Source: an optimization exercise on an open RTL-to-GDS flow (aim: small area). Production flows keep margins and buffers that such runs may drop.
In this exercise RTL edits were held to simulation tests only and were not proved equivalent to the original.
Power figures rest on the tool's default switching activity, not on a simulated workload.

## sid_synth_top
module sid_synth_top (
    input  wire logic       clk,
    input  wire logic       rst_n,
    input  wire logic       spi_clk,
    input  wire logic       spi_cs_n,
    input  wire logic       spi_mosi,
    output logic      [9:0] sample,
    output logic            sample_valid
);
make LEC_CHECK=0 CAP_MARGIN=20 CORE_MARGIN=2 CORE_UTILIZATION=40 CTS_BUF_LIST=sky130_fd_sc_hd__clkbuf_4 CTS_CLUSTER_SIZE=30 SLEW_MARGIN=20 finish   # period 8.0 ns
run.sh (not shown) runs the stock make flow with config.mk's settings and CLKGATE_MAP_FILE= SYNTH_SCRIPT=/design/flow/synth_recipe.tcl, a recipe that flattens the netlist after the stock synthesis.
The first run completed with no timing, DRC or antenna violations.
==> next run, changes <==
==> flow/flow/run.sh (new file) <==
#!/bin/bash
# Layout flow: the standard flow, with Yosys's synth run without its
# quick ABC pass (SYNTH_ARGS=-noabc). The adders are then extracted from
# the design's own gate structure; the final technology mapping by ABC
# and every later step are the standard ones. Registers are unchanged.
set -euo pipefail
bash standard.sh SYNTH_ARGS=-noabc finish > standard_flow.log 2>&1
==> flow/standard.sh (new file) <==
#!/bin/bash
# synth_recipe.tcl (not shown) runs the flow's synth.tcl, then flattens the netlist and writes it again
# the make line also repeats each setting of config.mk as NAME=value (left out here)
make -C /OpenROAD-flow-scripts/flow DESIGN_CONFIG=/design/flow/config.mk WORK_HOME=/design/flow/orfs CLKGATE_MAP_FILE= SYNTH_SCRIPT=/design/flow/synth_recipe.tcl "${@:-finish}"
--- a/flow/config.mk
+++ b/flow/config.mk
@@ -8 +8 @@
-export CAP_MARGIN = 20
+export CAP_MARGIN = 0
@@ -10,4 +10,5 @@
-export CORE_UTILIZATION = 40
-export CTS_BUF_LIST = sky130_fd_sc_hd__clkbuf_4
-export CTS_CLUSTER_SIZE = 30
-export SLEW_MARGIN = 20
+export CORE_UTILIZATION = 60
+export CTS_BUF_LIST = sky130_fd_sc_hd__clkbuf_8
+export CTS_CLUSTER_DIAMETER = 60
+export CTS_CLUSTER_SIZE = 16
+export SLEW_MARGIN = 0
removed: flow/run.sh
Effect: Cell count went down by 21%; clock-buffer cell count went down by 111; clock power went down by 31%; core utilization went up by 20 points; first-iteration DRC count went down by 13%; setup slack loses 150 ps; cell area went down by 6.8%.

* * *

Starting RTL as in the previous note.
## sid_synth_top
module sid_synth_top (
    input  wire logic       clk,
    input  wire logic       rst_n,
    input  wire logic       spi_clk,
    input  wire logic       spi_cs_n,
    input  wire logic       spi_mosi,
    output logic      [9:0] sample,
    output logic            sample_valid
);
clock: 8.0 ns
lec_check: 0
cap_margin: 20
core_margin: 2
core_utilization: 40
cts_buf_list: sky130_fd_sc_hd__clkbuf_16
cts_cluster_diameter: 80
cts_cluster_size: 30
slew_margin: 20
Stock flow here: none of the scripts above is used.
Then changed:
==> flow/flow/run.sh (new file) <==
#!/bin/bash
# Layout flow: the standard flow, with Yosys's synth run without its
# quick ABC pass (SYNTH_ARGS=-noabc). The adders are then extracted from
# the design's own gate structure; the final technology mapping by ABC
# and every later step are the standard ones. Registers are unchanged.
set -euo pipefail
bash standard.sh SYNTH_ARGS=-noabc finish > standard_flow.log 2>&1
==> flow/standard.sh (new file) <==
#!/bin/bash
# synth_recipe.tcl (not shown) runs the flow's synth.tcl, then flattens the netlist and writes it again
# the make line also repeats each setting of config.mk as NAME=value (left out here)
make -C /OpenROAD-flow-scripts/flow DESIGN_CONFIG=/design/flow/config.mk WORK_HOME=/design/flow/orfs CLKGATE_MAP_FILE= SYNTH_SCRIPT=/design/flow/synth_recipe.tcl "${@:-finish}"
Settings changed: CTS_BUF_LIST sky130_fd_sc_hd__clkbuf_16 to sky130_fd_sc_hd__clkbuf_8, CTS_CLUSTER_DIAMETER 80 to 60, CTS_CLUSTER_SIZE 30 to 16.
removed: flow/run.sh
After rerunning:
- via count shrinks by 5.0%
- combinational power grows by 4.8%
- synthesized cell count shrinks by 11%
- worst setup slack degrades by 0.15 ns
- clock power shrinks by about 10%
- count of clock-buffer cells in the layout grows by 13
- routed wire length grows by 0.86%
- non-clock buffer count shrinks by 3
- sequential cell count stays the same
Then changed:
==> flow/run.sh (new file) <==
#!/bin/bash
# synth_recipe.tcl (not shown) runs the flow's synth.tcl, then flattens the netlist and writes it again
# the make line also repeats each setting of config.mk as NAME=value (left out here)
make -C /OpenROAD-flow-scripts/flow DESIGN_CONFIG=/design/flow/config.mk WORK_HOME=/design/flow/orfs CLKGATE_MAP_FILE= SYNTH_SCRIPT=/design/flow/synth_recipe.tcl finish
Settings changed: CTS_CLUSTER_DIAMETER 60 to 50, CTS_CLUSTER_SIZE 16 to 20, GPL_TIMING_DRIVEN set to 0.
removed: flow/flow/run.sh
removed: flow/standard.sh
Effect: The new run finished clean; design area climbs by about 5%; sequential share of layout area is lower by 2.2 points; die area climbs by about 2.7%; total power rose by 7.1%; via count goes up by 8.4%; clock skew is higher by 0.0050 ns; non-clock buffer count increases by 39; register-to-register slack gets better by 0.17 ns; global-route usage grows by 0.40 points.
Then changed:
Settings changed: CTS_BUF_LIST sky130_fd_sc_hd__clkbuf_8 to unset, CTS_CLUSTER_DIAMETER 50 to unset, CTS_CLUSTER_SIZE 20 to unset, GPL_TIMING_DRIVEN 0 to unset.
Worst setup slack improves by 0.014 ns.
Core utilization increases by 0.33 points.
Register-to-register slack is about the same.
Area after synthesis does not change.
Die area stays the same.
Synthesized cell count is unchanged.
Fmax stays flat.
Total power increases by 14%.
Via count decreases by 1.6%.
Sequential power stays flat.
Clock skew decreases by 0.028 ns.
Then changed:
Settings changed: CTS_BUF_LIST set to sky130_fd_sc_hd__clkbuf_8, CTS_CLUSTER_DIAMETER set to 60, CTS_CLUSTER_SIZE set to 16.
=> Worst hold slack stays flat. Wire length stays flat. Worst setup slack is worse by 0.0053 ns. Power shrinks by about 18%. Sequential power stays flat. Flip-flop and latch count is unchanged.

==> port drivers added, routing unchanged <==
In the flow no input, the clock included, has a driving cell. The finished layouts below were timed again as built, in two steps.
Step 1 (the two cells are an assumption about what drives the block):
set clk [get_ports {clk}]
set_driving_cell -lib_cell sky130_fd_sc_hd__clkbuf_16 $clk
set_driving_cell -lib_cell sky130_fd_sc_hd__buf_2 [delete_from_list [all_inputs] $clk]
Step 2, shift: input delay + t, output delay - t, t = (earliest + latest rising clock arrival at the registers) / 2. This alone moves slack from input paths to output paths.
a / b / c = no drivers / after step 1 / after step 2; a / b = the first two.
run | shift t [ns] | setup slack, ns | hold WS [ns] | latest minus earliest clock arrival (ns) | slew at the worst register clock pin (ns)
the first run of note 1 | 0.871 | 0.277 / 0.277 / 0.277 | 0.325 / 0.325 / 0.325 | 0.055 / 0.055 | 0.07 / 0.07
the second run of note 1 | 0.628 | 0.132 / 0.132 / 0.132 | 0.348 / 0.348 / 0.348 | 0.032 / 0.032 | 0.11 / 0.11
the first run of note 2 | 0.623 | 0.242 / 0.242 / 0.242 | 0.333 / 0.333 / 0.333 | 0.042 / 0.042 | 0.11 / 0.11
the second run of note 2 | 0.663 | 0.089 / 0.089 / 0.089 | 0.339 / 0.339 / 0.339 | 0.045 / 0.044 | 0.11 / 0.11
the third run of note 2 | 0.631 | 0.256 / 0.256 / 0.256 | 0.333 / 0.333 / 0.333 | 0.049 / 0.050 | 0.12 / 0.12
the fourth run of note 2 | 0.625 | 0.270 / 0.270 / 0.270 | 0.344 / 0.344 / 0.344 | 0.022 / 0.022 | 0.07 / 0.07
the fifth run of note 2 | 0.651 | 0.265 / 0.265 / 0.265 | 0.344 / 0.344 / 0.344 | 0.045 / 0.045 | 0.11 / 0.11
After both steps setup and hold are still met in every run listed.
